Optimization exercise on an open flow, not production practice. RTL: at most simulated, not proved equivalent. Function not checked: runs 1 to 5 and 8. Power: default activity.

### config.mk
export PLATFORM = sky130hd
export DESIGN_NAME = jram
export DESIGN_NICKNAME = jram
export VERILOG_FILES = /design/flow/design.v
export SDC_FILE = /design/flow/constraint.sdc
export NUM_CORES = 4
export LEC_CHECK = 0
export CAP_MARGIN = 20
export CORE_MARGIN = 2
export CORE_UTILIZATION = 40
export SLEW_MARGIN = 20
export SYNTH_HIERARCHICAL = 1
### constraint.sdc
create_clock -name core_clock -period 5.5 [get_ports {wclk}]
set_input_delay 1.1000 -clock core_clock [delete_from_list [all_inputs] [get_ports {wclk}]]
set_output_delay 1.1000 -clock core_clock [all_outputs]
set_load 0.01 [all_outputs]
### design.v
package jram_pkg;
  typedef enum logic {
    SEQ_IDLE,
    SEQ_CLEAR
  } seq_e;
  localparam int JRAM_WIDTH = 8;
  localparam int JRAM_ABITS = 8;
  function automatic int jram_depth(input int abits);
    jram_depth = 1 << abits;
  endfunction
endpackage
module jmar
#(
  parameter int ABITS = jram_pkg::JRAM_ABITS
) (
  input  logic             clk_i,
  input  logic             rst_ni,
  input  logic             hold_i,
  input  logic             ld_i,
  input  logic             inc_i,
  input  logic [ABITS-1:0] d_i,
  output logic [ABITS-1:0] mar_o
);
  logic [ABITS-1:0] mar_q;
  logic [ABITS-1:0] mar_d;
  always_comb begin
    mar_d = mar_q;
    if (!hold_i) begin
      if (ld_i) begin
        mar_d = d_i;
      end else if (inc_i) begin
        mar_d = mar_q + 1'b1;
      end
    end
  end
  always_ff @(posedge clk_i) begin
    if (!rst_ni) begin
      mar_q <= '0;
    end else begin
      mar_q <= mar_d;
    end
  end
  assign mar_o = mar_q;
endmodule
module jword
#(
  parameter int WIDTH = jram_pkg::JRAM_WIDTH
) (
  input  logic             clk_i,
  input  logic             ld_i,
  input  logic             hd_i,
  input  logic [WIDTH-1:0] d_i,
  output logic [WIDTH-1:0] q_o
);
  logic [WIDTH-1:0] q;
  always_ff @(posedge clk_i) begin
    q <= (q & {WIDTH{hd_i}}) | (d_i & {WIDTH{ld_i}});
  end
  assign q_o = q;
endmodule
module jrsel8 (
  input  logic [7:0] s_i,
  input  logic [7:0] w_i,
  output logic       y_o
);
  assign y_o = |(s_i & w_i);
endmodule
module jor32 (
  input  logic [31:0] a_i,
  output logic        y_o
);
  assign y_o = |a_i;
endmodule
module jnor2 (
  input  logic a_i,
  input  logic b_i,
  output logic y_o
);
  assign y_o = ~(a_i | b_i);
endmodule
module jram
#(
  parameter int WIDTH = jram_pkg::JRAM_WIDTH,
  parameter int ABITS = jram_pkg::JRAM_ABITS
) (
  input  logic             wclk,
  input  logic             wrst_n,
  input  logic [WIDTH-1:0] bis,
  input  logic             wsa,
  input  logic             winc,
  input  logic             ws,
  input  logic             we,
  output logic [WIDTH-1:0] bos,
  output logic [ABITS-1:0] bmar,
  output logic             wbusy
);
  localparam int DEPTH = jram_pkg::jram_depth(ABITS);
  logic [ABITS-1:0] mar;
  logic             busy;
  jmar #(
    .ABITS(ABITS)
  ) u_jmar (
    .clk_i (wclk),
    .rst_ni(wrst_n),
    .hold_i(busy),
    .ld_i  (wsa),
    .inc_i (winc),
    .d_i   (bis[ABITS-1:0]),
    .mar_o (mar)
  );
  logic [ABITS:0] cnt_q;
  always_ff @(posedge wclk) begin
    if (!wrst_n) begin
      cnt_q <= '0;
    end else if (!cnt_q[ABITS]) begin
      cnt_q <= cnt_q + 1'b1;
    end
  end
  assign busy = ~cnt_q[ABITS];
  logic wr_go;
  logic ld_go;
  logic inc_go;
  assign wr_go  = ws & ~busy;
  assign ld_go  = wsa & ~busy;
  assign inc_go = winc & ~busy;
  logic [15:0] wh_n;
  logic [15:0] wl_n;
  logic        rst_b;
  logic [WIDTH-1:0] wdat;
  assign rst_b = ~wrst_n;
  always_comb begin
    for (int j = 0; j < 16; j++) begin
      wh_n[j] = ~(wr_go & ~rst_b & (mar[7:4] == 4'(j)));
      wl_n[j] = ~(mar[3:0] == 4'(j));
    end
  end
  assign wdat = bis;
  logic [DEPTH*WIDTH-1:0] mem;
  logic [DEPTH-1:0]       wld;
  logic [DEPTH-1:0]       whd;
  for (genvar i = 0; i < DEPTH; i++) begin : g_w
    jnor2 u_ld (.a_i(wh_n[i/16]), .b_i(wl_n[i%16]), .y_o(wld[i]));
    jnor2 u_hd (.a_i(wld[i]),     .b_i(rst_b),      .y_o(whd[i]));
    jword #(
      .WIDTH(WIDTH)
    ) u_word (
      .clk_i(wclk),
      .ld_i (wld[i]),
      .hd_i (whd[i]),
      .d_i  (wdat),
      .q_o  (mem[i*WIDTH +: WIDTH])
    );
  end
  logic [ABITS-1:0] mar_inc;
  logic [ABITS-1:0] radr;
  logic [15:0]      rh_n;
  logic [15:0]      rl_n;
  assign mar_inc = mar + 1'b1;
  assign radr    = wsa ? bis[ABITS-1:0] : mar_inc;
  always_comb begin
    for (int j = 0; j < 16; j++) begin
      rh_n[j] = ~(radr[7:4] == 4'(j));
      rl_n[j] = ~(radr[3:0] == 4'(j));
    end
  end
  logic [DEPTH-1:0]          rsel;
  logic [DEPTH/8*WIDTH-1:0]  t8;      
  logic [WIDTH-1:0]          rd;
  for (genvar i = 0; i < DEPTH; i++) begin : g_rs
    jnor2 u_rs (.a_i(rh_n[i/16]), .b_i(rl_n[i%16]), .y_o(rsel[i]));
  end
  for (genvar g = 0; g < DEPTH/8; g++) begin : g_t8
    for (genvar b = 0; b < WIDTH; b++) begin : g_b
      logic [7:0] w;
      for (genvar k = 0; k < 8; k++) begin : g_k
        assign w[k] = mem[(8*g+k)*WIDTH + b];
      end
      jrsel8 u_t8 (
        .s_i(rsel[8*g +: 8]),
        .w_i(w),
        .y_o(t8[g*WIDTH + b])
      );
    end
  end
  for (genvar b = 0; b < WIDTH; b++) begin : g_t32
    logic [DEPTH/8-1:0] w;
    for (genvar g = 0; g < DEPTH/8; g++) begin : g_g
      assign w[g] = t8[g*WIDTH + b];
    end
    jor32 u_t32 (.a_i(w), .y_o(rd[b]));
  end
  logic [WIDTH-1:0] rdat_q;
  logic [WIDTH-1:0] rdat_d;
  always_comb begin
    if (ld_go) begin
      rdat_d = (wr_go && bis[ABITS-1:0] == mar) ? bis : rd;
    end else if (inc_go) begin
      rdat_d = rd;
    end else begin
      rdat_d = wr_go ? bis : rdat_q;
    end
  end
  always_ff @(posedge wclk) begin
    if (!wrst_n) begin
      rdat_q <= '0;
    end else begin
      rdat_q <= rdat_d;
    end
  end
  assign bos   = rdat_q & {WIDTH{we & ~busy}};
  assign bmar  = mar;
  assign wbusy = busy;
endmodule
### run.sh
#!/bin/bash
# synth_recipe.tcl (not shown) runs the flow's synth.tcl, then flattens the netlist and writes it again
# the make line also repeats each setting of config.mk as NAME=value (left out here)
make -C /OpenROAD-flow-scripts/flow DESIGN_CONFIG=/design/flow/config.mk WORK_HOME=/design/flow/orfs CLKGATE_MAP_FILE= SYNTH_SCRIPT=/design/flow/synth_recipe.tcl finish
==> reports/qor.csv, run 1 <==
metric;value;unit
combinational power share;0.031;
Synth area leaders;dfxtp_1, a22o_1, a22oi_1;
Die X;446.6;um
total CTS buffers;204;
WP data arrival;6.15;ns
Slew headroom;0.1842;
reg2reg end;rdat_q[0];
clk_skew;0.03571;ns
Max Root-Sink Buffers;3;
DIE AREA;199500;um2
number of global-route vias before repair;61240;
drt total wl;284000;um
Max IR drop VDD;0.0003481;V
layout cell share with drive strength beyond 1;0.09273;
CP Cell Sequence;ha_1 -> nand3_2 -> o21ai_0 -> a31oi_2 -> nand4_1 -> buf_4 -> nor2_1 -> a22oi_1 -> nand4_1 -> nor4_1 -> nand4_1 -> or2_1 -> inv_1 -> a221o_1 -> a21oi_1 -> a211o_1;
FF+latch count, synth;2073;
unrepaired setup endpoints after global routing;false;
Commonest cells post-synth;dfxtp_1, a22o_1, a22oi_1;
# setup viols final;0;
WS Path Type;flip-flop to flip-flop;
wire per inst;28.82;um
Mapped Area;78360;um2
Routed Antenna Nets;0;
Place WS;-0.06293;ns
Hold Buf Count CTS;0;
pwr dens;355.8;nW/um2
Initial Util;0.4023;
EDFF count, synth;0;
Syn. warnings;9;
worst-skew pair later-pin latency;0.85;ns
Core Rows;162;
Residual DRC;0;
pin count of the biggest net entering global routing;139;
Die Y-Extent;446.6;um
post-route cell area;87250;um2
r2r worst-path depth;16;
leak pwr;31.60;nW
syn_nets;7115;
final slew viol count;0;
clock group share of total power;0.485;
nature of the critical path endpoint;flip-flop;
total area of sequential cells;41500;um2
setup ws final;0.06995;ns
final hold slack;0.4815;ns
first-pass detailed-route iteration total;8;
placed insts;9478;
P_sw;6.974;mW
Power Total;31.05;mW
fillers;17960;
initial antenna violation count;13;
CP Launch Type;flip-flop;
Tightest Hold Check Type;flip-flop to flip-flop;
final cycle utilization of the critical path;0.9873;
Starting DRT DRC Count;7737;
core area;194800;um2
Final Hold Fails;0;
crit-path most repeated cell;nand4_1;
Area Growth Syn to Fin;11.35;%
I/O Buffers;30;
TNS Setup;0;ns
f_max;184.2;MHz
R2R setup slack;0.07;ns
Tmin final;5.430;ns
global-route wire length before repair;415400;um
RR Startpoint;u_jmar.mar_q[1];
clk root buf;clkbuf_16;
Netlist cell types;55;
Ports;31;
crit path max fanout;9;
Worst Tran Pin Value;1.219;ns
Hold Startpoint;g_w[174].u_word.q[5];
most frequent cell after synthesis;dfxtp_1;
Worst Path Required;6.22;ns
Avg Cell Area, Syn;11.04;um2
final net count;7081;
internal power;24.07;mW
DR vias;64160;
Synth area leader;dfxtp_1;
Top FF cell, synth;dfxtp_1;
DP HPWL;186100;um
Worst path max stage delay;0.92;ns
post-synthesis cell count;7095;
Clock Sinks;2073;
clock-pin slew on the worst setup and hold paths;0.06;ns
Post-DP Area;79960;um2
status;no timing/DRC/antenna violations;
max_cap viols;0;
GRT Total Usage;0.2739;
CTS tree;yes;
Layout Cells excl Fill;9853;
part of the power in registers;0.484;
switching share of power;0.2246;
Layout Utilization;0.4479;
CP Launch Point;u_jmar.mar_q[1];
sequential area share after synthesis;0.5296;
hold path cells;1;
area share of the leading cell type in the synthesized netlist;0.5296;
asr flop ratio synth;0;
Crit-path slowest cell;nor4_1;
# H-tree levels;4;
GPL Wtd Cong;1.057;
Hold EP;g_w[174].u_word.q[5];
gr ovfl total;0;
Multi-input gate area;32640;um2
Vias/cell;6.512;
metal layers:
metal / vias up / share of wire / global-route usage
met2: 3345 / 0.44 / 0.4173
met5: - / 0.00019 / 0
met3: 778 / 0.087 / 0.05273
met1: 31790 / 0.42 / 0.3677
met4: 8 / 0.057 / 0.1417
li1: 28240 / - / -
cell families after synthesis:
family | count (synthesis) | share of synthesized area
buffers and inverters | 554 | 0.05563
adders and majority gates | 6 | 0.0009580
and+or+nand+nor | 1281 | 0.07572
xor gates and xnor gates | 15 | 0.001868
muxes | 2 | 0.0002555
DFF | 2073 | 0.5296
AOI/OAI and AO/OA | 3164 | 0.3359
power groups by stage:
stage	Sequential, mW	Combinational [mW]	Clock (mW)
2_1_floorplan	15.3	0.526	0
3_3_place_gp	15.4	0.939	0
3_5_place_dp	15.4	0.944	0
4_1_cts	15.0	0.944	15.2
5_1_grt	15.0	0.999	15.8
6_report	15.0	0.974	15.1
critical path: cells and delay by family (launching register included):
kind,cells,cell delay [ns]
AOI/OAI and AO/OA,6,1.30
DFF,1,0.35
and+or+nand+nor,7,2.90
buffers and inverters,2,0.38
adders and majority gates,1,0.36
flip-flops by register name, summed over array words and instances (netlist names):
signal,count
cnt_q,9
g_w.u_word.q,2048
rdat_q,8
u_jmar.mar_q,8
modules after synthesis, one instance, submodules excluded, a selection:
module	flip-flops and latches	area [um2]	cells inside
jor32	0	75.07	11
jnor2	0	3.754	1
jram	17	1992	290
jrsel8	0	36.28	5
placed cells by master, fill, tap and decap left out, types with 21 or more instances in the layout:
cell type,instances
a22o_1,2048
a22oi_1,1024
buf_4,251
bufinv_16,28
clkbuf_1,34
clkbuf_16,210
clkbuf_8,46
clkdlybuf4s50_1,21
clkinv_2,29
dfxtp_1,2073
nand2_1,27
nand2_2,28
nand4_1,292
nor2_1,797
nor4_1,55
layout make-up:
cell class	instances	share of cell area
timing repair buffer	294	0.02825
clock buffer	290	0.06895
tap	2624	0.03763
clock inverter	80	0.01434
antenna	4	0.0001147
inverter	20	0.0009465
multi-input combinational	4468	0.3741
sequential	2073	0.4757
how the worst max path moves through the flow:
stage          slack [ns]            endpoint  cells after the start
4_1_cts              0.12           rdat_q[7]                     16
5_1_grt              0.04           rdat_q[6]                     16
2_1_floorplan        1.20  g_w[0].u_word.q[5]                      6
3_5_place_dp        -0.06           rdat_q[5]                     16
3_3_place_gp        -0.07           rdat_q[7]                     16
6_report             0.07           rdat_q[0]                     16
what timing repair did:
action,CTS,global route
setup endpoints to repair,0,1
gates resized for setup,0,1
buffers inserted,0,0
==> inputs of run 2 (changes only) <==
--- a/config.mk
+++ b/config.mk
@@ -8,5 +8,6 @@
 export CAP_MARGIN = 20
 export CORE_MARGIN = 2
-export CORE_UTILIZATION = 40
+export CORE_UTILIZATION = 55
+export SETUP_SLACK_MARGIN = 2.0
 export SLEW_MARGIN = 20
 export SYNTH_HIERARCHICAL = 1
==> reports/qor.csv, run 2 <==
metric;value;unit
RR Startpoint;u_jmar.mar_q[1];
asr flop ratio synth;0;
nature of the critical path endpoint;flip-flop;
setup ws final;1.075;ns
Post-DP Area;79610;um2
Routed Antenna Nets;0;
max reg flops;2048;
top flop regs;g_w.u_word.q x2048, cnt_q x9;
Max Root-Sink Buffers;3;
clock-pin slew on the worst setup and hold paths;0.06;ns
Synth area leader;dfxtp_1;
max_cap viols;0;
I/O Buffers;30;
Worst Path Required;6.20;ns
layout cell share with drive strength beyond 1;0.1319;
Hold Startpoint;g_w[33].u_word.q[6];
CP Launch Type;flip-flop;
Synth area leaders;dfxtp_1, a22o_1, a22oi_1;
final slew viol count;0;
total CTS buffers;204;
pwr dens;348.0;nW/um2
Hold EP;g_w[33].u_word.q[6];
DIE AREA;145500;um2
Worst path max stage delay;0.44;ns
final cycle utilization of the critical path;0.8046;
area share of the leading cell type in the synthesized netlist;0.5296;
TNS Setup;0;ns
Top reg by flops;g_w.u_word.q;
Multi-input gate area;33740;um2
unrepaired setup endpoints after global routing;true;
gr ovfl total;0;
Initial Util;0.5541;
syn_nets;7115;
Starting DRT DRC Count;8318;
Clock Sinks;2073;
R2R setup slack;1.07;ns
Die Y-Extent;381.5;um
placed insts;8797;
# H-tree levels;4;
r2r worst-path depth;18;
first-pass detailed-route iteration total;7;
Tightest Hold Check Type;flip-flop to flip-flop;
post-route cell area;88540;um2
CTS tree;yes;
drt total wl;284800;um
FF+latch count, synth;2073;
total area of sequential cells;41510;um2
# setup viols final;0;
wire per inst;30.86;um
crit-path most repeated cell;nand4_1;
number of global-route vias before repair;61150;
CP Cell Sequence;buf_6 -> ha_4 -> nand3_4 -> or3_4 -> a31o_4 -> nand4_1 -> buf_6 -> buf_12 -> nor2_2 -> a22oi_1 -> nand4_1 -> nor4_4 -> nand4_1 -> or2_1 -> inv_1 -> a221o_1 -> a21oi_1 -> a211o_1;
global-route wire length before repair;416900;um
most frequent cells in the layout;dfxtp_1, a22o_1, a22oi_1;
DP HPWL;183400;um
Ports;31;
Core Rows;138;
final net count;7184;
Vias/cell;7.048;
initial antenna violation count;12;
Mapped Area;78360;um2
f_max;226.0;MHz
Power Total;30.81;mW
reg2reg end;rdat_q[7];
core area;141400;um2
status;no timing/DRC/antenna violations;
GRT Total Usage;0.3767;
Slew headroom;0.2084;
Avg Cell Area, Syn;11.04;um2
worst-skew pair later-pin latency;0.83;ns
Netlist cell types;55;
leak pwr;32.53;nW
Residual DRC;0;
Die X;381.5;um
Layout Cells excl Fill;9229;
Place WS;-0.5354;ns
pin count of the biggest net entering global routing;145;
Commonest cells post-synth;dfxtp_1, a22o_1, a22oi_1;
clk_skew;0.02159;ns
Worst Tran Pin Value;1.187;ns
Syn. warnings;9;
fillers;11510;
final hold slack;0.4818;ns
Area Growth Syn to Fin;12.99;%
GPL Wtd Cong;0.9559;
sequential area share after synthesis;0.5296;
WP data arrival;5.13;ns
DR vias;65040;
crit path max fanout;8;
most frequent cell after synthesis;dfxtp_1;
post-synthesis cell count;7095;
Tmin final;4.425;ns
most common cell after layout, fill and taps aside;dfxtp_1;
Final Hold Fails;0;
Crit-path slowest cell;nor4_4;
clk root buf;clkbuf_16;
Max IR drop VDD;0.0003141;V
Layout Utilization;0.6261;
Top FF cell, synth;dfxtp_1;
hold path cells;1;
EDFF count, synth;0;
WS Path Type;flip-flop to flip-flop;
## run 2: cell count changes in the layout (fill, tap and decap cells not counted), sizes merged
cell	before	now
buf	272	376
bufinv	28	21
dlymetal6s2s	0	1
diode	4	2
clkinvlp	13	8
clkbuf	291	307
clkdlybuf4s50	21	20
clkinv	34	42
inv	25	21
## run 2: repair_timing
action	in CTS	in global routing
gates resized for setup	218	73
hold buffers	0	0
buffers inserted	41	8
cloned	2	0
setup endpoints to repair	150	247
pin swaps	71	48
endpoints found under the hold margin	0	0
## run 2: area by class of cell
| type | instances | area share |
|---|---|---|
| clock inverters | 72 | 0.01087 |
| flip-flops and latches | 2073 | 0.4688 |
| inverters | 20 | 0.001032 |
| clock buffers | 307 | 0.07004 |
| diodes | 2 | 0.00005653 |
| repair buffers | 397 | 0.04141 |
| multi-input cells | 4468 | 0.3811 |
| well taps | 1890 | 0.02671 |
## run 2: per-module statistics from Yosys (local to each module, per instance), excerpt
module | copies in the design | area [um2] | cells
jor32 | 8 | 75.07 | 11
jram | 1 | 1992 | 290
jnor2 | 768 | 3.754 | 1
jrsel8 | 256 | 36.28 | 5
## run 2: how the worst max path moves through the flow
stage,from,endpoint,slack (ns)
2_1_floorplan,wsa,rdat_q[0],1.61
3_3_place_gp,wsa,rdat_q[4],-1.16
3_5_place_dp,wsa,rdat_q[7],-0.54
4_1_cts,u_jmar.mar_q[1],rdat_q[7],1.22
5_1_grt,u_jmar.mar_q[0],rdat_q[1],1.04
6_report,u_jmar.mar_q[1],rdat_q[7],1.07
## run 2: where the power goes
part	switching, mW	total (mW)	internal, mW
logic	0.867	1.04	0.174
clock network	6.01	14.8	8.75
registers	0.00178	15.0	15.0
## run 2: cells by family after synthesis
| logic type | after synthesis | share of synthesized area |
|---|---|---|
| simple gates | 1281 | 0.07572 |
| compound gates | 3164 | 0.3359 |
| xor+xnor | 15 | 0.001868 |
| fa+ha+maj | 6 | 0.0009580 |
| mux | 2 | 0.0002555 |
| buf+inv | 554 | 0.05563 |
| flops | 2073 | 0.5296 |
## run 2: per-layer routing
layer | track usage | up-vias | share of wire | wire [um]
met1 | 0.5293 | 32260 | 0.42 | 120800
met3 | 0.07394 | 703 | 0.099 | 28250
met4 | 0.1800 | 8 | 0.054 | 15350
met5 | 0 | - | 0.00020 | 57
li1 | - | 28480 | - | -
met2 | 0.5550 | 3591 | 0.42 | 120400
## run 2: critical path, delay by kind of cell (launching register included)
kind | cells | cell delay (ns)
AO/OA/AOI/OAI | 5 | 0.98
AND/OR/NAND/NOR | 8 | 2.26
flip-flops | 1 | 0.32
adder cells (fa/ha/maj) | 1 | 0.18
buffers and inverters | 4 | 0.52
==> inputs of run 3 (changes only) <==
--- a/config.mk
+++ b/config.mk
@@ -9,5 +9,5 @@
 export CORE_MARGIN = 2
 export CORE_UTILIZATION = 55
-export SETUP_SLACK_MARGIN = 2.0
+export SETUP_SLACK_MARGIN = 2.6
 export SLEW_MARGIN = 20
 export SYNTH_HIERARCHICAL = 1
==> reports/qor.csv, run 3 <==
metric;value;unit
final net count;7240;
Top FF cell, synth;dfxtp_1;
Commonest cells post-synth;dfxtp_1, a22o_1, a22oi_1;
clk root buf;clkbuf_16;
Residual DRC;0;
DR vias;65060;
compound-cell area share of the yosys netlist;0.3359;
clock-pin slew on the worst setup and hold paths;0.06;ns
Tmin final;4.381;ns
Routed Antenna Nets;0;
Initial Util;0.5541;
pin count of the biggest net entering global routing;111;
EDFF count, synth;0;
max_cap viols;0;
most frequent cells in the layout;dfxtp_1, a22o_1, a22oi_1;
Max Root-Sink Buffers;3;
Avg Cell Area, Syn;11.04;um2
Crit-path slowest cell;nor4_4;
clk_skew;0.02436;ns
Multi-input gate area;34410;um2
initial antenna violation count;9;
Post-Synth Adder-Cell Area;0.0009581;
worst-skew pair later-pin latency;0.83;ns
f_max;228.3;MHz
post-route cell area;89310;um2
layout cell share with drive strength beyond 1;0.1617;
sequential area share after synthesis;0.5296;
Slew headroom;0.3188;
placed insts;8844;
Ports;31;
I/O Buffers;30;
Worst Tran Pin Value;1.022;ns
Die Y-Extent;381.5;um
Worst Path Required;6.20;ns
fillers;11470;
most common cell after layout, fill and taps aside;dfxtp_1;
Largest delay share family, worst path;simple AND/OR/NAND/NOR gates;
Worst path max stage delay;0.44;ns
nature of the critical path endpoint;flip-flop;
largest family of logic cells by synthesized area;compound AO/OA/AOI/OAI gates;
final slew viol count;0;
Synth Area in XOR/XNOR;0.001868;
final cycle utilization of the critical path;0.7965;
Syn. warnings;9;
Power Total;30.52;mW
area share of the leading cell type in the synthesized netlist;0.5296;
leak pwr;32.85;nW
most frequent cell after synthesis;dfxtp_1;
WP data arrival;5.08;ns
Area Growth Syn to Fin;13.98;%
pwr dens;341.7;nW/um2
Hold Buf Count CTS;0;
total area of sequential cells;41520;um2
fraction of synthesized area in multiplexers;0.0002555;
top flop regs;g_w.u_word.q x2048, cnt_q x9;
drt total wl;281600;um
CP Launch Type;flip-flop;
Synth area leader;dfxtp_1;
global-route wire length before repair;414500;um
FF+latch count, synth;2073;
asr flop ratio synth;0;
wire per inst;30.37;um
core area;141400;um2
Post-DP Area;79810;um2
syn_nets;7115;
crit-path most repeated cell;buf_4;
Worst Path Buf+Inv;5;
Netlist cell types;55;
Tightest Hold Check Type;flip-flop to flip-flop;
WS Path Type;flip-flop to flip-flop;
Die X;381.5;um
gr ovfl total;0;
max reg flops;2048;
# H-tree levels;4;
number of global-route vias before repair;61280;
CTS tree;yes;
Synth Area in Simple Gates;0.07572;
GRT Total Usage;0.3734;
Top reg by flops;g_w.u_word.q;
DIE AREA;145500;um2
Max IR drop VDD;0.0003222;V
Starting DRT DRC Count;7490;
first-pass detailed-route iteration total;10;
DP HPWL;181600;um
Layout Cells excl Fill;9275;
Vias/cell;7.015;
Clock Sinks;2073;
Core Rows;138;
Synth area leaders;dfxtp_1, a22o_1, a22oi_1;
GPL Wtd Cong;0.9925;
Final Hold Fails;0;
Mapped Area;78360;um2
post-synthesis cell count;7095;
status;no timing/DRC/antenna violations;
# setup viols final;0;
CP Cell Sequence;ha_4 -> buf_4 -> xnor2_2 -> o21ai_1 -> o211a_1 -> nand2_2 -> buf_6 -> nor2_1 -> a22oi_1 -> nand4_1 -> nor4_4 -> buf_4 -> nand4_1 -> buf_4 -> or2_4 -> inv_2 -> a221o_1 -> a21oi_1 -> a211o_1;
crit path max fanout;8;
unrepaired setup endpoints after global routing;true;
TNS Setup;0;ns
total CTS buffers;205;
==> run 3: cell types whose count changed in the layout (fill, tap and decap cells not counted), sizes merged <==
cell           change
clkdlybuf4s15     +12
clkdlybuf4s50     -17
inv                -2
buf               +56
clkinv             -9
dlygate4sd2        +4
bufinv             -3
diode              +1
clkbuf             +4
==> run 3: logic make-up after synthesis <==
| kind of cell | Yosys count |
|---|---|
| compound gates | 3164 |
| fa+ha+maj | 6 |
| buf+inv | 554 |
| flops | 2073 |
| xor+xnor | 15 |
| simple gates | 1281 |
| mux | 2 |
==> run 3: path summary, 6_finish.rpt <==
check	start	to	slack [ns]	cells past startpoint
setup / recovery	u_jmar.mar_q[0]	rdat_q[0]	1.12	19
hold / removal	g_w[30].u_word.q[5]	g_w[30].u_word.q[5]	0.48	1
setup reg to reg	u_jmar.mar_q[0]	rdat_q[0]	1.12	19
hold reg to reg	g_w[30].u_word.q[5]	g_w[30].u_word.q[5]	0.48	1
==> run 3: per-stage QoR <==
| step | util | setup WS (ns) | hold WS, ns |
|---|---|---|---|
| after global placement | 0.5642 | -0.1821 | 0.4614 |
| after global routing | 0.6315 | 1.019 | 0.4890 |
| after CTS | 0.6267 | 1.256 | 0.4823 |
| after detailed placement | 0.5644 | -0.1858 | 0.4649 |
| after floorplan | - | 1.611 | 0.4495 |
| final | 0.6316 | 1.119 | 0.4805 |
==> run 3: layout make-up <==
type | count | area share
Timing Repair Buffer | 452 | 0.04419
Clock buffer | 311 | 0.06881
Multi-Input combinational cell | 4468 | 0.3852
Tap cell | 1890 | 0.02648
Antenna cell | 3 | 0.00008406
Sequential cell | 2073 | 0.4649
Inverter | 20 | 0.001261
Clock inverter | 58 | 0.009008
==> run 3: Yosys stat by module (local to each module, per instance), a selection <==
module | cells | copies in the design | area [um2]
jrsel8 | 5 | 256 | 36.28
jram | 290 | 1 | 1992
jor32 | 11 | 8 | 75.07
jnor2 | 1 | 768 | 3.754
==> run 3: timing repair <==
item / in CTS / in global routing
buffers inserted: 45 / 12
pin swaps: 60 / 23
cloned: 2 / 0
endpoints found under the setup margin: 1835 / 1757
resized for setup: 395 / 190
==> run 3: metal layers <==
layer / vias to the layer above / routed length (um) / global-route usage
met5: - / 33 / 0
met4: 6 / 12030 / 0.1484
met3: 632 / 29120 / 0.08102
met2: 3624 / 119300 / 0.5447
met1: 32200 / 121200 / 0.5357
li1: 28600 / - / -
==> run 3: power breakdown <==
group / internal, mW / switching [mW] / leakage [nW] / total (mW)
combinational: 0.175 / 0.851 / 12.7 / 1.03
clock: 8.51 / 5.97 / 3.42 / 14.5
sequential: 15.0 / 0.00177 / 16.7 / 15.0
==> inputs of run 4 (changes only) <==
--- a/design.v
+++ b/design.v
@@ -152,14 +152,34 @@
     );
   end
-  logic [ABITS-1:0] mar_inc;
-  logic [ABITS-1:0] radr;
+  logic [ABITS-1:0] mar_nx;
+  logic [ABITS-1:0] mar_nx_inc;
+  logic [15:0]      ih_q;
+  logic [15:0]      il_q;
   logic [15:0]      rh_n;
   logic [15:0]      rl_n;
-  assign mar_inc = mar + 1'b1;
-  assign radr    = wsa ? bis[ABITS-1:0] : mar_inc;
-  always_comb begin
+  logic             use_rd;
+  always_comb begin
+    if (!wrst_n) begin
+      mar_nx = '0;
+    end else if (ld_go) begin
+      mar_nx = bis[ABITS-1:0];
+    end else if (inc_go) begin
+      mar_nx = mar + 1'b1;
+    end else begin
+      mar_nx = mar;
+    end
+  end
+  assign mar_nx_inc = mar_nx + 1'b1;
+  always_ff @(posedge wclk) begin
     for (int j = 0; j < 16; j++) begin
-      rh_n[j] = ~(radr[7:4] == 4'(j));
-      rl_n[j] = ~(radr[3:0] == 4'(j));
+      ih_q[j] <= (mar_nx_inc[7:4] == 4'(j));
+      il_q[j] <= (mar_nx_inc[3:0] == 4'(j));
+    end
+  end
+  assign use_rd = ld_go | inc_go;
+  always_comb begin
+    for (int j = 0; j < 16; j++) begin
+      rh_n[j] = ~(use_rd & (wsa ? (bis[7:4] == 4'(j)) : ih_q[j]));
+      rl_n[j] = ~(wsa ? (bis[3:0] == 4'(j)) : il_q[j]);
     end
   end
@@ -192,13 +212,9 @@
   logic [WIDTH-1:0] rdat_q;
   logic [WIDTH-1:0] rdat_d;
-  always_comb begin
-    if (ld_go) begin
-      rdat_d = (wr_go && bis[ABITS-1:0] == mar) ? bis : rd;
-    end else if (inc_go) begin
-      rdat_d = rd;
-    end else begin
-      rdat_d = wr_go ? bis : rdat_q;
-    end
-  end
+  logic             fwd;
+  logic [WIDTH-1:0] alt;
+  assign fwd    = ld_go & wr_go & (bis[ABITS-1:0] == mar);
+  assign alt    = fwd ? bis : (use_rd ? '0 : (wr_go ? bis : rdat_q));
+  assign rdat_d = (rd & {WIDTH{~fwd}}) | alt;
   always_ff @(posedge wclk) begin
     if (!wrst_n) begin
==> reports/qor.csv, run 4 <==
metric;value;unit
status;no timing/DRC/antenna violations;
pin count of the biggest net entering global routing;132;
Initial Util;0.5534;
DP HPWL;181600;um
gr ovfl total;0;
top flop regs;g_w.u_word.q x2048, ih_q x16, il_q x16;
Largest delay share family, worst path;simple AND/OR/NAND/NOR gates;
clock-pin slew on the worst setup and hold paths;0.06;ns
global-route wire length before repair;425400;um
Crit-path slowest cell;nor4_4;
final cycle utilization of the critical path;0.6432;
Clock Sinks;2105;
first-pass detailed-route iteration total;9;
max reg flops;2048;
drt total wl;293800;um
unrepaired setup endpoints after global routing;true;
layout cell share with drive strength beyond 1;0.1917;
internal power;24.14;mW
post-synthesis cell count;7206;
Worst Path Required;6.20;ns
most frequent cell after synthesis;dfxtp_1;
most frequent cells in the layout;dfxtp_1, a22o_1, a22oi_1;
Hold Startpoint;g_w[117].u_word.q[5];
wire per inst;31.22;um
most common cell after layout, fill and taps aside;dfxtp_1;
Final Hold Fails;0;
asr flop ratio synth;0;
final net count;7353;
R2R setup slack;2.12;ns
DIE AREA;147400;um2
hold path cells;1;
Core Rows;139;
Max IR drop VDD;0.0003283;V
Netlist cell types;64;
combinational power share;0.031;
crit path max fanout;8;
initial antenna violation count;5;
Mapped Area;79400;um2
switching share of power;0.2241;
CP Launch Type;primary input;
Top reg by flops;g_w.u_word.q;
Routed Antenna Nets;0;
pwr dens;331.2;nW/um2
Tightest Hold Check Type;flip-flop to flip-flop;
WP data arrival;4.24;ns
nature of the critical path endpoint;flip-flop;
final slew viol count;0;
# setup viols final;0;
syn_nets;7226;
r2r worst-path depth;14;
core area;143500;um2
Ports;31;
P_sw;6.972;mW
Tmin final;3.538;ns
Synth area leader;dfxtp_1;
Worst Path Buf+Inv;4;
# H-tree levels;4;
GRT Total Usage;0.3831;
GPL Wtd Cong;0.9823;
Max Root-Sink Buffers;3;
total CTS buffers;207;
Hold Buf Count CTS;0;
Worst path max stage delay;0.48;ns
Commonest cells post-synth;dfxtp_1, a22o_1, a22oi_1;
FF+latch count, synth;2105;
Residual DRC;0;
clock group share of total power;0.479;
f_max;282.7;MHz
Power Total;31.11;mW
I/O Buffers;30;
Area Growth Syn to Fin;18.30;%
Starting DRT DRC Count;8310;
Synth area leaders;dfxtp_1, a22o_1, a22oi_1;
Avg Cell Area, Syn;11.02;um2
Top FF cell, synth;dfxtp_1;
reg2reg end;rdat_q[4];
number of global-route vias before repair;61730;
Slew headroom;0.2217;
worst-skew pair later-pin latency;0.83;ns
EDFF count, synth;0;
area share of the leading cell type in the synthesized netlist;0.5307;
Die Y-Extent;384.0;um
part of the power in registers;0.490;
CP Cell Sequence;buf_16 -> o21a_4 -> buf_12 -> o21ai_4 -> buf_12 -> buf_16 -> nor2_4 -> a22oi_1 -> nand4_1 -> nor4_4 -> nand4_1 -> or2_1 -> a21oi_2 -> a2bb2oi_2 -> nor2_1;
DR vias;66190;
Syn. warnings;9;
Vias/cell;7.032;
Worst Tran Pin Value;1.167;ns
Hold EP;g_w[117].u_word.q[5];
leak pwr;33.89;nW
clk_skew;0.02046;ns
CTS tree;yes;
sequential area share after synthesis;0.5307;
max_cap viols;0;
RR Startpoint;cnt_q[8];
Die X;384.0;um
clk root buf;clkbuf_16;
TNS Setup;0;ns
WS Path Type;primary input to flip-flop;
==> run 4: cell count changes after synthesis, sizes merged, moves of 9 or more <==
| cell | before | now |
|---|---|---|
| and3 | 8 | 23 |
| o21ai | 20 | 30 |
| nand2 | 55 | 44 |
| nor2 | 797 | 812 |
| a31oi | 7 | 23 |
| inv | 20 | 11 |
| a21oi | 13 | 25 |
| nand4 | 293 | 278 |
| dfxtp | 2073 | 2105 |
| nor2b | 4 | 43 |
==> run 4: worst max path at each step <==
stage | start | to | slack, ns | cells past startpoint
finish | wsa | rdat_q[4] | 1.96 | 15
global route | wsa | rdat_q[0] | 1.98 | 16
CTS | wsa | rdat_q[1] | 2.10 | 16
detailed placement | wsa | rdat_q[1] | 0.1 | 14
global placement | bis[4] | rdat_q[1] | 0.06 | 14
floorplan | wsa | rdat_q[0] | 1.72 | 14
==> run 4: per-stage QoR <==
step | setup slack (ns) | hold WS, ns | instances | area, um2 | utilization
finish | 1.962 | 0.4791 | 9412 | 93930 | 0.6546
global route | 1.983 | 0.4888 | 9408 | 93920 | 0.6546
detailed placement | 0.09520 | 0.4641 | 8787 | 79960 | 0.5573
global placement | 0.05792 | 0.4613 | 8787 | 79950 | 0.5572
CTS | 2.098 | 0.4826 | 9362 | 92690 | 0.6460
floorplan | 1.724 | 0.4495 | 7206 | 79760 | -
==> run 4: worst reg2reg max path, stage by stage (launching register included) <==
cell and delay (ns):
dfxtp_4 0.36, o21a_4 0.20, buf_12 0.20, o21ai_4 0.10, buf_12 0.17, buf_16 0.17, nor2_4 0.07, a22oi_1 0.21
nand4_1 0.32, nor4_4 0.48, nand4_1 0.30, or2_1 0.34, a21oi_2 0.14, a2bb2oi_2 0.15, nor2_1 0.06
==> run 4: cell type report <==
| class | count | area [um2] |
|---|---|---|
| diodes | 4 | 10.01 |
| clock buffers | 300 | 6092 |
| clock inverters | 81 | 1072 |
| fillers | 11210 | 49550 |
| inverters | 12 | 56.30 |
| multi-input cells | 4552 | 36940 |
| flip-flops and latches | 2105 | 42200 |
| well taps | 1903 | 2381 |
| repair buffers | 455 | 5180 |
==> run 4: cells by family (layout without fill, tap and decap cells) <==
kind of cell,after synthesis,count (layout),share of synthesized area
AO/OA/AOI/OAI,3196,3196,0.3330
XOR/XNOR,13,13,0.001434
adder cells (fa/ha/maj),6,6,0.0009455
buffers and inverters,549,848,0.05454
flip-flops,2105,2105,0.5307
multiplexers,2,2,0.0002521
other,0,4,0
AND/OR/NAND/NOR,1335,1335,0.07914
==> run 4: power by group through the flow <==
| stage | clock, mW | sequential, mW | combinational (mW) |
|---|---|---|---|
| finish | 14.9 | 15.2 | 0.978 |
| global route | 15.6 | 15.2 | 1.00 |
| CTS | 15.0 | 15.2 | 0.922 |
| detailed placement | 0 | 15.6 | 0.853 |
| global placement | 0 | 15.6 | 0.845 |
| floorplan | 0 | 15.6 | 0.492 |
==> run 4: Yosys stat by module, one instance, submodules excluded, excerpt <==
module / cells / flops+latches / cell area (um2) / copies in the design
jram: 401 / 49 / 3035 / 1
jor32: 11 / 0 / 75.07 / 8
jnor2: 1 / 0 / 3.754 / 768
jrsel8: 5 / 0 / 36.28 / 256
==> run 4: metal layers <==
metal / routed length, um / part of all wire / GRT usage
met2: 123300 / 0.42 / 0.5516
met5: 67 / 0.00023 / 0
met3: 32150 / 0.11 / 0.08947
met1: 125200 / 0.43 / 0.5503
met4: 13180 / 0.045 / 0.1539
==> run 4: what timing repair did <==
| item | 4_1_cts | 5_1_grt |
|---|---|---|
| gates resized for setup | 829 | 168 |
| setup buffers | 181 | 44 |
| endpoints found under the setup margin | 2048 | 1057 |
| hold endpoints to repair | 0 | 0 |
| cloned | 13 | 2 |
| pin swaps | 235 | 111 |
==> inputs of run 5 (changes only) <==
--- a/config.mk
+++ b/config.mk
@@ -8,5 +8,5 @@
 export CAP_MARGIN = 20
 export CORE_MARGIN = 2
-export CORE_UTILIZATION = 55
+export CORE_UTILIZATION = 70
 export SETUP_SLACK_MARGIN = 2.6
 export SLEW_MARGIN = 20
==> reports/qor.csv, run 5 <==
metric;value;unit
status;no timing/DRC/antenna violations;
WS Path Type;primary input to flip-flop;
area share of the leading cell type in the synthesized netlist;0.5307;
Die X;340.8;um
Netlist cell types;64;
FF+latch count, synth;2105;
most frequent cell after synthesis;dfxtp_1;
global-route wire length before repair;412900;um
Clock Sinks;2105;
core area;112500;um2
Hold EP;g_w[119].u_word.q[5];
reg2reg end;rdat_q[4];
Starting DRT DRC Count;10190;
setup ws final;1.942;ns
final slew viol count;0;
layout cell share with drive strength beyond 1;0.1976;
Max Root-Sink Buffers;3;
Vias/cell;7.691;
pin count of the biggest net entering global routing;136;
Slew headroom;0.2142;
Ports;31;
Place WS;0.1790;ns
leak pwr;34.24;nW
clk_skew;0.02994;ns
Top reg by flops;g_w.u_word.q;
# setup viols final;0;
crit path max fanout;12;
nature of the critical path endpoint;flip-flop;
# H-tree levels;4;
Power Total;30.44;mW
Core Rows;123;
Mapped Area;79400;um2
Tmin final;3.558;ns
post-synthesis cell count;7206;
Worst Tran Pin Value;1.179;ns
R2R setup slack;2.08;ns
Die Y-Extent;340.8;um
Worst Path Required;6.20;ns
drt total wl;291100;um
Initial Util;0.7058;
max_cap viols;0;
RR Startpoint;cnt_q[8];
GRT Total Usage;0.4629;
I/O Buffers;30;
number of global-route vias before repair;64190;
most frequent cells in the layout;dfxtp_1, a22o_1, a22oi_1;
worst-skew pair later-pin latency;0.82;ns
Commonest cells post-synth;dfxtp_1, a22o_1, a22oi_1;
Tightest Hold Check Type;flip-flop to flip-flop;
final cycle utilization of the critical path;0.6468;
max reg flops;2048;
pwr dens;324.5;nW/um2
hold path cells;1;
DIE AREA;116100;um2
CP Cell Sequence;bufbuf_16 -> nor2b_1 -> o21ai_4 -> buf_12 -> buf_16 -> nor2_4 -> buf_4 -> buf_4 -> a22oi_1 -> nand4_1 -> nor4_4 -> nand4_1 -> or2_1 -> a21oi_2 -> a2bb2oi_2 -> nor2_1;
gr ovfl total;0;
r2r worst-path depth;16;
Crit-path slowest cell;nor4_4;
Max IR drop VDD;0.0003217;V
CTS tree;yes;
clk root buf;clkbuf_16;
EDFF count, synth;0;
Avg Cell Area, Syn;11.02;um2
Routed Antenna Nets;0;
final net count;7420;
CP Launch Type;primary input;
WP data arrival;4.25;ns
Worst path max stage delay;0.52;ns
clock-pin slew on the worst setup and hold paths;0.06;ns
Hold Buf Count CTS;0;
Top FF cell, synth;dfxtp_1;
Hold Startpoint;g_w[119].u_word.q[5];
Synth area leader;dfxtp_1;
Layout Utilization;0.8340;
Syn. warnings;9;
DP HPWL;168700;um
Area Growth Syn to Fin;18.16;%
total CTS buffers;197;
initial antenna violation count;8;
f_max;281.1;MHz
DR vias;69670;
unrepaired setup endpoints after global routing;true;
first-pass detailed-route iteration total;9;
Final Hold Fails;0;
syn_nets;7226;
Synth area leaders;dfxtp_1, a22o_1, a22oi_1;
Residual DRC;0;
most common cell after layout, fill and taps aside;dfxtp_1;
asr flop ratio synth;0;
GPL Wtd Cong;1.008;
top flop regs;g_w.u_word.q x2048, ih_q x16, il_q x16;
sequential area share after synthesis;0.5307;
wire per inst;32.13;um
==> run 5: cell types whose count changed in the layout (fill, tap and decap cells not counted), sizes merged, moves of 3 or more <==
cell           change
inv                -8
clkinv             +3
clkbuf             -5
clkinvlp           -6
diode              -3
dlygate4sd2        -3
clkdlybuf4s15      -3
buf               +76
==> run 5: worst max-delay path by stage <==
stage / start / end / slack (ns)
final: wsa / rdat_q[4] / 1.94
after global routing: bis[6] / rdat_q[4] / 1.95
after CTS: bis[0] / rdat_q[3] / 2.25
after detailed placement: wsa / rdat_q[7] / 0.18
after global placement: wsa / rdat_q[6] / -0.1
after floorplan: wsa / rdat_q[0] / 1.72
==> run 5: timing repair <==
action | 4_1_cts | 5_1_grt
gates cloned | 15 | 9
hold endpoints to repair | 0 | 0
resized for setup | 631 | 421
endpoints found under the setup margin | 2026 | 2060
buffers inserted | 120 | 207
pin swaps | 152 | 202
==> run 5: cell type report <==
| class | instances | area [um2] |
|---|---|---|
| repair buffers | 530 | 5921 |
| clock buffers | 287 | 5798 |
| inverters | 12 | 56.30 |
| diodes | 1 | 2.502 |
| multi-input cells | 4554 | 37090 |
| fillers | 6188 | 18680 |
| flip-flops and latches | 2105 | 42180 |
| well taps | 1500 | 1877 |
| clock inverters | 69 | 900.9 |
==> run 5: per-layer routing <==
metal / up-vias / part of all wire / global-route usage
met5: - / 0.00065 / 0
met4: 14 / 0.082 / 0.2985
met3: 1359 / 0.14 / 0.1362
met2: 5319 / 0.41 / 0.6658
met1: 33850 / 0.36 / 0.6083
li1: 29130 / - / -
==> run 5: cell families (layout without fill, tap and decap cells) <==
logic type | after synthesis | count (layout) | share of synthesized area
buffers and inverters | 549 | 898 | 0.05454
xor gates and xnor gates | 13 | 13 | 0.001434
AOI/OAI and AO/OA | 3196 | 3198 | 0.3330
muxes | 2 | 2 | 0.0002521
and+or+nand+nor | 1335 | 1335 | 0.07914
DFF | 2105 | 2105 | 0.5307
adders and majority gates | 6 | 6 | 0.0009455
other | 0 | 1 | 0
==> run 5: critical path, delay by kind of cell <==
kind / cells / cell delay (ns)
and+or+nand+nor: 7 / 1.53
buffers and inverters: 5 / 0.84
AOI/OAI and AO/OA: 4 / 0.75
==> run 5: metrics by stage <==
stage          setup TNS (ns)  instance area (um2)  instances  hold slack (ns)
6_report                    0                93820       9058           0.4841
4_1_cts                     0                90020       8841           0.4824
3_5_place_dp                0                79200       8350           0.4640
3_3_place_gp          -0.2301                79140       8349           0.4613
5_1_grt                     0                93820       9057           0.4912
2_1_floorplan               0                79760       7206           0.4495
==> run 5: per-module statistics from Yosys, one instance, submodules excluded, a selection <==
module	area [um2]	copies in the design	flip-flops and latches
jnor2	3.754	768	0
jrsel8	36.28	256	0
jram	3035	1	49
jor32	75.07	8	0
==> run 5: power by group <==
part           internal (mW)  switching [mW]
sequential              15.2         0.00191
clock                   8.27            5.93
combinational          0.210           0.797
total                   23.7            6.73
==> inputs of run 6 (changes only) <==
--- a/design.v
+++ b/design.v
@@ -66,9 +66,11 @@
   assign y_o = |(s_i & w_i);
 endmodule
-module jor32 (
+module jrfin (
   input  logic [31:0] a_i,
+  input  logic        kill_i,
+  input  logic        alt_i,
   output logic        y_o
 );
-  assign y_o = |a_i;
+  assign y_o = ((|a_i) & ~kill_i) | alt_i;
 endmodule
 module jnor2 (
@@ -203,24 +205,24 @@
     end
   end
-  for (genvar b = 0; b < WIDTH; b++) begin : g_t32
+  logic [WIDTH-1:0] rdat_q;
+  logic [WIDTH-1:0] rdat_d;
+  logic             fwd;
+  logic             kill;
+  logic [WIDTH-1:0] alt;
+  assign fwd  = ld_go & wr_go & (bis[ABITS-1:0] == mar);
+  assign kill = fwd | rst_b;
+  assign alt  = rst_b  ? '0 :
+                fwd    ? bis :
+                use_rd ? '0 :
+                wr_go  ? bis : rdat_q;
+  for (genvar b = 0; b < WIDTH; b++) begin : g_fin
     logic [DEPTH/8-1:0] w;
     for (genvar g = 0; g < DEPTH/8; g++) begin : g_g
       assign w[g] = t8[g*WIDTH + b];
     end
-    jor32 u_t32 (.a_i(w), .y_o(rd[b]));
-  end
-  logic [WIDTH-1:0] rdat_q;
-  logic [WIDTH-1:0] rdat_d;
-  logic             fwd;
-  logic [WIDTH-1:0] alt;
-  assign fwd    = ld_go & wr_go & (bis[ABITS-1:0] == mar);
-  assign alt    = fwd ? bis : (use_rd ? '0 : (wr_go ? bis : rdat_q));
-  assign rdat_d = (rd & {WIDTH{~fwd}}) | alt;
+    jrfin u_fin (.a_i(w), .kill_i(kill), .alt_i(alt[b]), .y_o(rdat_d[b]));
+  end
   always_ff @(posedge wclk) begin
-    if (!wrst_n) begin
-      rdat_q <= '0;
-    end else begin
-      rdat_q <= rdat_d;
-    end
+    rdat_q <= rdat_d;
   end
   assign bos   = rdat_q & {WIDTH{we & ~busy}};
--- a/config.mk
+++ b/config.mk
@@ -8,6 +8,7 @@
 export CAP_MARGIN = 20
 export CORE_MARGIN = 2
-export CORE_UTILIZATION = 70
-export SETUP_SLACK_MARGIN = 2.6
+export CORE_UTILIZATION = 60
+export CTS_BUF_LIST = sky130_fd_sc_hd__clkbuf_4 sky130_fd_sc_hd__clkbuf_8
+export SETUP_SLACK_MARGIN = 2.8
 export SLEW_MARGIN = 20
 export SYNTH_HIERARCHICAL = 1
==> reports/qor.csv, run 6 <==
metric;value;unit
post-route cell area;93360;um2
Tightest Hold Check Type;primary input to flip-flop;
most frequent cells in the layout;dfxtp_1, a22o_1, a22oi_1;
Ports;31;
DIE AREA;135300;um2
WP data arrival;4.06;ns
WS Path Type;primary input to flip-flop;
compound-cell area share of the yosys netlist;0.3337;
max_cap viols;0;
most common cell after layout, fill and taps aside;dfxtp_1;
clk root buf;clkbuf_8;
syn_nets;7242;
Post-Synth Adder-Cell Area;0.0009450;
total area of sequential cells;42180;um2
crit path max fanout;30;
Top reg by flops;g_w.u_word.q;
gr ovfl total;0;
global-route wire length before repair;425400;um
largest family of logic cells by synthesized area;compound AO/OA/AOI/OAI gates;
Synth Area in Simple Gates;0.07870;
unrepaired setup endpoints after global routing;true;
Top FF cell, synth;dfxtp_1;
drt total wl;291000;um
f_max;312.7;MHz
post-synthesis cell count;7222;
Synth area leader;dfxtp_1;
Power Total;30.56;mW
CP Launch Type;primary input;
pin count of the biggest net entering global routing;141;
Layout Utilization;0.7102;
Routed Antenna Nets;0;
core area;131500;um2
Multi-input gate area;37170;um2
most frequent cell after synthesis;dfxtp_1;
worst-skew pair later-pin latency;1.04;ns
asr flop ratio synth;0;
Area Growth Syn to Fin;17.52;%
Tmin final;3.198;ns
Syn. warnings;9;
first-pass detailed-route iteration total;9;
Initial Util;0.6043;
clk_skew;0.05026;ns
Vias/cell;7.170;
Worst Path Required;6.37;ns
Avg Cell Area, Syn;11.00;um2
Mapped Area;79440;um2
sequential area share after synthesis;0.5305;
Max Root-Sink Buffers;4;
Slew headroom;0.2207;
# H-tree levels;5;
leak pwr;33.77;nW
final net count;7492;
FF+latch count, synth;2105;
final cycle utilization of the critical path;0.5814;
Residual DRC;0;
TNS Setup;0;ns
Netlist cell types;64;
Worst Tran Pin Value;1.169;ns
total CTS buffers;345;
Max IR drop VDD;0.0003472;V
Die Y-Extent;367.9;um
Synth Area in XOR/XNOR;0.001433;
GRT Total Usage;0.4131;
fraction of synthesized area in multiplexers;0.0002520;
fillers;9762;
wire per inst;30.71;um
nature of the critical path endpoint;flip-flop;
clock-pin slew on the worst setup and hold paths;0.07;ns
DP HPWL;181300;um
max reg flops;2048;
Starting DRT DRC Count;8645;
number of global-route vias before repair;64260;
EDFF count, synth;0;
Clock Sinks;2105;
initial antenna violation count;12;
layout cell share with drive strength beyond 1;0.2251;
Core Rows;133;
DR vias;67940;
Commonest cells post-synth;dfxtp_1, a22o_1, a22oi_1;
GPL Wtd Cong;1.002;
top flop regs;g_w.u_word.q x2048, ih_q x16, il_q x16;
I/O Buffers;30;
area share of the leading cell type in the synthesized netlist;0.5305;
status;no timing/DRC/antenna violations;
Die X;367.9;um
pwr dens;327.3;nW/um2
Synth area leaders;dfxtp_1, a22o_1, a22oi_1;
Final Hold Fails;0;
CTS tree;yes;
Post-DP Area;79880;um2
final slew viol count;0;
# setup viols final;0;
## run 6: final timing paths
check | from | end | slack (ns) | cells past startpoint
worst min-delay path | bis[7] | g_w[97].u_word.q[7] | 0.47 | 2
worst max register to register | cnt_q[8] | rdat_q[4] | 2.36 | 13
worst min register to register | g_w[76].u_word.q[5] | g_w[76].u_word.q[5] | 0.48 | 1
worst max-delay path | bis[0] | rdat_q[6] | 2.30 | 11
## run 6: power breakdown
| group | internal, mW | switching (mW) | leakage (nW) | total (mW) |
|---|---|---|---|---|
| sequential | 15.2 | 0.00177 | 17.0 | 15.2 |
| combinational | 0.139 | 0.788 | 13.0 | 0.926 |
| clock | 8.16 | 6.23 | 3.84 | 14.4 |
## run 6: final cells by class
cell class | instances | area share
flip-flops and latches | 2105 | 0.4518
multi-input cells | 4568 | 0.3981
clock buffers | 528 | 0.07100
repair buffers | 441 | 0.04846
well taps | 1755 | 0.02352
clock inverters | 56 | 0.006192
inverters | 11 | 0.0006567
diodes | 11 | 0.0002948
## run 6: per-module statistics from Yosys (local to each module, per instance), excerpt
module | times used | flops+latches
jrsel8 | 256 | 0
jrfin | 8 | 0
jnor2 | 768 | 0
jram | 1 | 49
## run 6: cells by family (layout without fill, tap and decap cells)
logic type                 Yosys count  after routing
and+or+nand+nor                   1346           1346
DFF                               2105           2105
other                                0             11
adders and majority gates            6              6
muxes                                2              2
xor gates and xnor gates            13             13
AOI/OAI and AO/OA                 3199           3201
buffers and inverters              551           1036
## run 6: worst max-delay path, cell delays in order
cell and delay (ns):
buf_8 0.15, nor2b_2 0.31, a31oi_4 0.28, buf_4 0.31, nor2_2 0.14, a22oi_1 0.19, nand4_1 0.32, nor4_4 0.72
nand4_1 0.20, nor2_1 0.15, o21bai_1 0.08
## run 6: repair_timing
item,4_1_cts,5_1_grt
resized for setup,832,236
pin swaps,208,93
gates cloned,9,1
endpoints found under the setup margin,2095,1629
hold buffers,0,0
setup buffers,108,115
## run 6: metrics by stage
step           setup WS, ns  cells  hold WS, ns
6_report              2.302   9475       0.4676
3_3_place_gp       0.007029   8643       0.4613
2_1_floorplan         2.110   7222       0.4495
3_5_place_dp         0.4391   8647       0.4643
4_1_cts               2.431   9348       0.3969
5_1_grt               2.356   9466       0.4257
## run 6: metal layers
layer,vias to the layer above,wire (um),track usage
li1,29380,-,-
met5,-,95,0
met4,8,17700,0.2444
met1,33450,116400,0.5549
met3,934,35010,0.1168
met2,4174,121800,0.5907
==> inputs of run 7 (changes only) <==
--- a/config.mk
+++ b/config.mk
@@ -8,7 +8,6 @@
 export CAP_MARGIN = 20
 export CORE_MARGIN = 2
-export CORE_UTILIZATION = 60
-export CTS_BUF_LIST = sky130_fd_sc_hd__clkbuf_4 sky130_fd_sc_hd__clkbuf_8
-export SETUP_SLACK_MARGIN = 2.8
+export CORE_UTILIZATION = 70
+export SETUP_SLACK_MARGIN = 2.6
 export SLEW_MARGIN = 20
 export SYNTH_HIERARCHICAL = 1
==> reports/qor.csv, run 7 <==
metric;value;unit
worst-skew pair later-pin latency;0.81;ns
clk_skew;0.02447;ns
f_max;291.7;MHz
switching share of power;0.2218;
nature of the critical path endpoint;flip-flop;
layout cell share with drive strength beyond 1;0.1650;
Residual DRC;0;
Clock Sinks;2105;
Mapped Area;79440;um2
FF+latch count, synth;2105;
clock group share of total power;0.471;
DR vias;68600;
top flop regs;g_w.u_word.q x2048, ih_q x16, il_q x16;
CTS tree;yes;
asr flop ratio synth;0;
sequential area share after synthesis;0.5305;
pin count of the biggest net entering global routing;129;
Max IR drop VDD;0.0003515;V
Synth area leader;dfxtp_1;
Post-DP Area;79750;um2
number of global-route vias before repair;64180;
GRT Total Usage;0.4685;
part of the power in registers;0.498;
Area Growth Syn to Fin;15.17;%
global-route wire length before repair;416600;um
Ports;31;
DP HPWL;172700;um
crit path max fanout;29;
core area;112500;um2
# setup viols final;0;
most frequent cell after synthesis;dfxtp_1;
Place WS;0.1628;ns
Commonest cells post-synth;dfxtp_1, a22o_1, a22oi_1;
Syn. warnings;9;
clk root buf;clkbuf_16;
CP Launch Type;primary input;
fillers;6707;
Top FF cell, synth;dfxtp_1;
post-route cell area;91490;um2
status;no timing/DRC/antenna violations;
GPL Wtd Cong;1.026;
Final Hold Fails;0;
WP data arrival;4.11;ns
total CTS buffers;197;
Starting DRT DRC Count;10490;
wire per inst;31.50;um
setup ws final;2.072;ns
internal power;23.81;mW
TNS Setup;0;ns
Layout Utilization;0.8132;
Tmin final;3.428;ns
Synth area leaders;dfxtp_1, a22o_1, a22oi_1;
Slew headroom;0.2708;
gr ovfl total;0;
Initial Util;0.7061;
drt total wl;283400;um
unrepaired setup endpoints after global routing;true;
I/O Buffers;30;
post-synthesis cell count;7222;
EDFF count, synth;0;
Tightest Hold Check Type;flip-flop to flip-flop;
Worst Tran Pin Value;1.094;ns
Routed Antenna Nets;0;
Max Root-Sink Buffers;3;
pwr dens;334.5;nW/um2
max reg flops;2048;
Vias/cell;7.625;
max_cap viols;0;
final cycle utilization of the critical path;0.6233;
# H-tree levels;4;
final slew viol count;0;
Core Rows;123;
first-pass detailed-route iteration total;12;
Top reg by flops;g_w.u_word.q;
Netlist cell types;64;
Worst Path Required;6.19;ns
most common cell after layout, fill and taps aside;dfxtp_1;
DIE AREA;116200;um2
P_sw;6.788;mW
clock-pin slew on the worst setup and hold paths;0.07;ns
leak pwr;33.32;nW
Die Y-Extent;340.9;um
syn_nets;7242;
area share of the leading cell type in the synthesized netlist;0.5305;
combinational power share;0.031;
Avg Cell Area, Syn;11.00;um2
WS Path Type;primary input to flip-flop;
most frequent cells in the layout;dfxtp_1, a22o_1, a22oi_1;
Hold Buf Count CTS;0;
initial antenna violation count;18;
Die X;340.9;um
final net count;7347;
## run 7: cell counts after synthesis
Identical to the previous run, type by type.
## run 7: final cells by class
cell class / count / area, um2 / share of cell area
timing repair buffer: 446 / 4611 / 0.05040
clock buffer: 274 / 5757 / 0.06292
antenna: 6 / 15.01 / 0.0001641
multi-input combinational: 4566 / 35860 / 0.3920
sequential: 2105 / 42170 / 0.4610
inverter: 11 / 52.55 / 0.0005744
tap: 1500 / 1877 / 0.02051
clock inverter: 88 / 1141 / 0.01247
## run 7: kinds of logic (layout without fill, tap and decap cells)
family	count (synthesis)	count (layout)	synth area share
mux	2	2	0.0002520
compound gates	3199	3199	0.3337
fa+ha+maj	6	6	0.0009450
other cells	0	6	0
xor+xnor	13	13	0.001433
flops	2105	2105	0.5305
simple gates	1346	1346	0.07870
buf+inv	551	819	0.05453
## run 7: metrics by stage
step                total power, mW  cells  hold slack [ns]
floorplan                     16.08   7222           0.4495
global placement              16.40   8433           0.4613
global route                  31.21   8990           0.4913
detailed placement            16.41   8435           0.4640
finish                        30.60   8996           0.4842
CTS                           30.49   8932           0.4826
## run 7: path summary, 6_finish.rpt
kind / depth (start not counted) / to / slack [ns] / from
worst max-delay path: 12 / rdat_q[2] / 2.07 / bis[0]
worst min-delay path: 1 / g_w[62].u_word.q[0] / 0.48 / g_w[62].u_word.q[0]
worst min register to register: 1 / g_w[62].u_word.q[0] / 0.48 / g_w[62].u_word.q[0]
worst max register to register: 13 / rdat_q[4] / 2.30 / cnt_q[8]
## run 7: modules after synthesis, one instance, submodules excluded, excerpt
module,flip-flops and latches,cells,copies in the design
jram,49,409,1
jrfin,0,12,8
jrsel8,0,5,256
jnor2,0,1,768
## run 7: what timing repair did
item | in CTS | in global routing
buffers inserted | 125 | 58
pin swaps | 111 | 73
gates resized for setup | 593 | 123
gates cloned | 10 | 0
endpoints found under the setup margin | 2033 | 1678
## run 7: critical path, stage by stage
cell      delay [ns]
buf_12          0.16
and2_4          0.25
a31oi_4         0.33
buf_4           0.20
buf_4           0.20
nor2_1          0.15
a22oi_1         0.26
nand4_1         0.22
nor4_4          0.59
nand4_1         0.30
nor2_1          0.21
o21bai_1        0.08
## run 7: power groups by stage
stage | Sequential, mW | Combinational (mW) | Clock, mW
floorplan | 15.6 | 0.496 | 0
global placement | 15.6 | 0.811 | 0
detailed placement | 15.6 | 0.824 | 0
CTS | 15.2 | 0.892 | 14.4
global route | 15.2 | 0.960 | 15.0
finish | 15.2 | 0.953 | 14.4
## run 7: metal layers
metal  global-route usage  share of wire  vias to the layer above
met5                    0        0.00082                        -
li1                     -              -                    29000
met4               0.3071          0.076                       26
met2               0.6664           0.41                     5134
met1               0.6071           0.37                    33200
met3               0.1578           0.15                     1237
==> inputs of run 8 (changes only) <==
--- a/design.v
+++ b/design.v
@@ -66,11 +66,10 @@
   assign y_o = |(s_i & w_i);
 endmodule
-module jrfin (
-  input  logic [31:0] a_i,
+module jrhalf (
+  input  logic [15:0] a_i,
   input  logic        kill_i,
-  input  logic        alt_i,
   output logic        y_o
 );
-  assign y_o = ((|a_i) & ~kill_i) | alt_i;
+  assign y_o = (|a_i) & ~kill_i;
 endmodule
 module jnor2 (
@@ -205,26 +204,36 @@
     end
   end
-  logic [WIDTH-1:0] rdat_q;
-  logic [WIDTH-1:0] rdat_d;
+  logic [WIDTH-1:0] rlo_q;
+  logic [WIDTH-1:0] rhi_q;
+  logic [WIDTH-1:0] alt_q;
+  logic [WIDTH-1:0] rlo_d;
+  logic [WIDTH-1:0] rhi_d;
+  logic [WIDTH-1:0] alt_d;
+  logic [WIDTH-1:0] cur;
   logic             fwd;
   logic             kill;
-  logic [WIDTH-1:0] alt;
-  assign fwd  = ld_go & wr_go & (bis[ABITS-1:0] == mar);
-  assign kill = fwd | rst_b;
-  assign alt  = rst_b  ? '0 :
-                fwd    ? bis :
-                use_rd ? '0 :
-                wr_go  ? bis : rdat_q;
+  assign cur   = rlo_q | rhi_q | alt_q;
+  assign fwd   = ld_go & wr_go & (bis[ABITS-1:0] == mar);
+  assign kill  = fwd | rst_b;
+  assign alt_d = rst_b  ? '0 :
+                 fwd    ? bis :
+                 use_rd ? '0 :
+                 wr_go  ? bis : cur;
   for (genvar b = 0; b < WIDTH; b++) begin : g_fin
-    logic [DEPTH/8-1:0] w;
-    for (genvar g = 0; g < DEPTH/8; g++) begin : g_g
-      assign w[g] = t8[g*WIDTH + b];
-    end
-    jrfin u_fin (.a_i(w), .kill_i(kill), .alt_i(alt[b]), .y_o(rdat_d[b]));
+    logic [DEPTH/16-1:0] wl;
+    logic [DEPTH/16-1:0] wh;
+    for (genvar g = 0; g < DEPTH/16; g++) begin : g_g
+      assign wl[g] = t8[g*WIDTH + b];
+      assign wh[g] = t8[(g+DEPTH/16)*WIDTH + b];
+    end
+    jrhalf u_lo (.a_i(wl), .kill_i(kill), .y_o(rlo_d[b]));
+    jrhalf u_hi (.a_i(wh), .kill_i(kill), .y_o(rhi_d[b]));
   end
   always_ff @(posedge wclk) begin
-    rdat_q <= rdat_d;
-  end
-  assign bos   = rdat_q & {WIDTH{we & ~busy}};
+    rlo_q <= rlo_d;
+    rhi_q <= rhi_d;
+    alt_q <= alt_d;
+  end
+  assign bos   = cur & {WIDTH{we & ~busy}};
   assign bmar  = mar;
   assign wbusy = busy;
--- a/config.mk
+++ b/config.mk
@@ -8,6 +8,6 @@
 export CAP_MARGIN = 20
 export CORE_MARGIN = 2
-export CORE_UTILIZATION = 70
-export SETUP_SLACK_MARGIN = 2.6
+export CORE_UTILIZATION = 60
+export SETUP_SLACK_MARGIN = 2.7
 export SLEW_MARGIN = 20
 export SYNTH_HIERARCHICAL = 1
==> reports/qor.csv, run 8 <==
metric;value;unit
status;no timing/DRC/antenna violations;
DR vias;67900;
GRT Total Usage;0.3983;
global-route wire length before repair;412100;um
pwr dens;330.1;nW/um2
layout cell share with drive strength beyond 1;0.2203;
Max IR drop VDD;0.0003375;V
Largest delay share family, worst path;simple AND/OR/NAND/NOR gates;
Netlist cell types;64;
wire per inst;30.65;um
Place WS;0.3026;ns
most frequent cells in the layout;dfxtp_1, a22o_1, a22oi_1;
nature of the critical path endpoint;flip-flop;
CP Launch Type;primary input;
Synth area leaders;dfxtp_1, a22o_1, a22oi_1;
Power Total;31.66;mW
Top FF cell, synth;dfxtp_1;
Starting DRT DRC Count;9270;
GPL Wtd Cong;1.031;
Die X;368.5;um
Worst Path Buf+Inv;3;
Ports;31;
setup ws final;2.540;ns
pin count of the biggest net entering global routing;135;
initial antenna violation count;7;
Routed Antenna Nets;0;
total CTS buffers;206;
unrepaired setup endpoints after global routing;true;
Crit-path slowest cell;nor4_4;
EDFF count, synth;0;
combinational power share;0.031;
Die Y-Extent;368.5;um
clk root buf;clkbuf_16;
Synth area leader;dfxtp_1;
sequential area share after synthesis;0.5327;
number of global-route vias before repair;62150;
CP Cell Sequence;buf_16 -> nor2b_4 -> a31oi_4 -> buf_12 -> buf_6 -> nor2_2 -> a22oi_1 -> nand4_1 -> nor4_4 -> a41oi_2;
Vias/cell;7.212;
most frequent cell after synthesis;dfxtp_1;
most common cell after layout, fill and taps aside;dfxtp_1;
P_sw;6.954;mW
max reg flops;2048;
Worst Path Required;6.16;ns
drt total wl;288500;um
Residual DRC;0;
area share of the leading cell type in the synthesized netlist;0.5327;
Syn. warnings;9;
DP HPWL;174100;um
Final Hold Fails;0;
switching share of power;0.2197;
max_cap viols;0;
# setup viols final;0;
clk_skew;0.02501;ns
TNS Setup;0;ns
I/O Buffers;30;
final net count;7507;
Avg Cell Area, Syn;11.03;um2
worst-skew pair later-pin latency;0.83;ns
Initial Util;0.6055;
WP data arrival;3.62;ns
Max Root-Sink Buffers;3;
Commonest cells post-synth;dfxtp_1, a22o_1, a22oi_1;
post-synthesis cell count;7227;
syn_nets;7247;
part of the power in registers;0.485;
Top reg by flops;g_w.u_word.q;
DIE AREA;135800;um2
final slew viol count;0;
Area Growth Syn to Fin;20.31;%
Clock Sinks;2121;
Tmin final;2.960;ns
[run 8: changes by cell type in the layout (fill, tap and decap cells not counted), sizes merged, moves of 11 or more]
| cell | change |
|---|---|
| nand4 | -21 |
| a41oi | +16 |
| dfxtp | +16 |
| clkbuf | +16 |
| nand2 | -21 |
| buf | +139 |
| bufinv | +11 |
[run 8: cell families (layout without fill, tap and decap cells)]
| group | Yosys count | in the layout | share of synthesized area |
|---|---|---|---|
| AO/OA/AOI/OAI | 3209 | 3211 | 0.3330 |
| adder cells (fa/ha/maj) | 6 | 6 | 0.0009419 |
| multiplexers | 4 | 4 | 0.0005181 |
| XOR/XNOR | 12 | 12 | 0.001319 |
| other | 0 | 2 | 0 |
| flip-flops | 2121 | 2121 | 0.5327 |
| AND/OR/NAND/NOR | 1327 | 1329 | 0.07725 |
| buffers and inverters | 548 | 975 | 0.05421 |
[run 8: power groups by stage]
stage	registers [mW]	logic (mW)	clock network (mW)
global placement	15.7	0.827	0
detailed placement	15.7	0.836	0
global route	15.3	1.00	16.0
floorplan	15.7	0.493	0
CTS	15.4	0.891	15.3
finish	15.4	0.987	15.3
[run 8: final cells by class]
| class | count | area (um2) |
|---|---|---|
| clock inverters | 97 | 1415 |
| diodes | 2 | 5.005 |
| repair buffers | 586 | 6028 |
| inverters | 10 | 50.05 |
| fillers | 9235 | 35740 |
| well taps | 1755 | 2196 |
| flip-flops and latches | 2121 | 42530 |
| multi-input cells | 4562 | 37710 |
| clock buffers | 282 | 5958 |
[run 8: per-layer routing]
metal | GRT usage | wire length (um) | vias to the layer above | share of wire
met1 | 0.5522 | 116200 | 33470 | 0.40
met3 | 0.09851 | 33950 | 837 | 0.12
li1 | - | - | 29380 | -
met4 | 0.1841 | 15560 | 4 | 0.054
met2 | 0.5842 | 122800 | 4207 | 0.43
met5 | 0 | 28 | - | 0.000097
[run 8: modules after synthesis (local to each module, per instance), a selection]
| module | area [um2] | cells inside | flops+latches | times used |
|---|---|---|---|---|
| jram | 3396 | 430 | 65 | 1 |
| jrsel8 | 36.28 | 5 | 0 | 256 |
| jrhalf | 33.78 | 5 | 0 | 16 |
| jnor2 | 3.754 | 1 | 0 | 768 |
[run 8: path summary, 6_finish.rpt]
kind,startpoint,slack (ns),end,cells past startpoint
hold / removal,g_w[116].u_word.q[5],0.48,g_w[116].u_word.q[5],1
setup / recovery,bis[0],2.54,rhi_q[0],10
hold reg to reg,g_w[116].u_word.q[5],0.48,g_w[116].u_word.q[5],1
setup reg to reg,cnt_q[8],2.66,rlo_q[1],12
[run 8: worst register-to-register path: stages (launching register included)]
cell and delay (ns):
dfxtp_4 0.35, buf_4 0.16, o21a_4 0.18, buf_8 0.16, o21ai_4 0.16, clkbuf_16 0.27, buf_12 0.12, nor2_4 0.06
a22oi_2 0.14, nand4_1 0.22, nor4_4 0.55, buf_4 0.21, a41oi_2 0.10
[run 8: through the flow]
stage	hold slack, ns	utilization	cells
floorplan	0.4495	-	7227
global placement	0.4616	0.6056	8635
detailed placement	0.4640	0.6059	8636
CTS	0.4824	0.6922	9116
global route	0.4910	0.7284	9413
finish	0.4808	0.7285	9415
[run 8: repair_timing]
action / 4_1_cts / 5_1_grt
resized for setup: 729 / 523
setup endpoints to repair: 2037 / 1802
cloned: 9 / 11
setup buffers: 92 / 286
hold endpoints to repair: 0 / 0
pin swaps: 118 / 269
hold buffers: 0 / 0
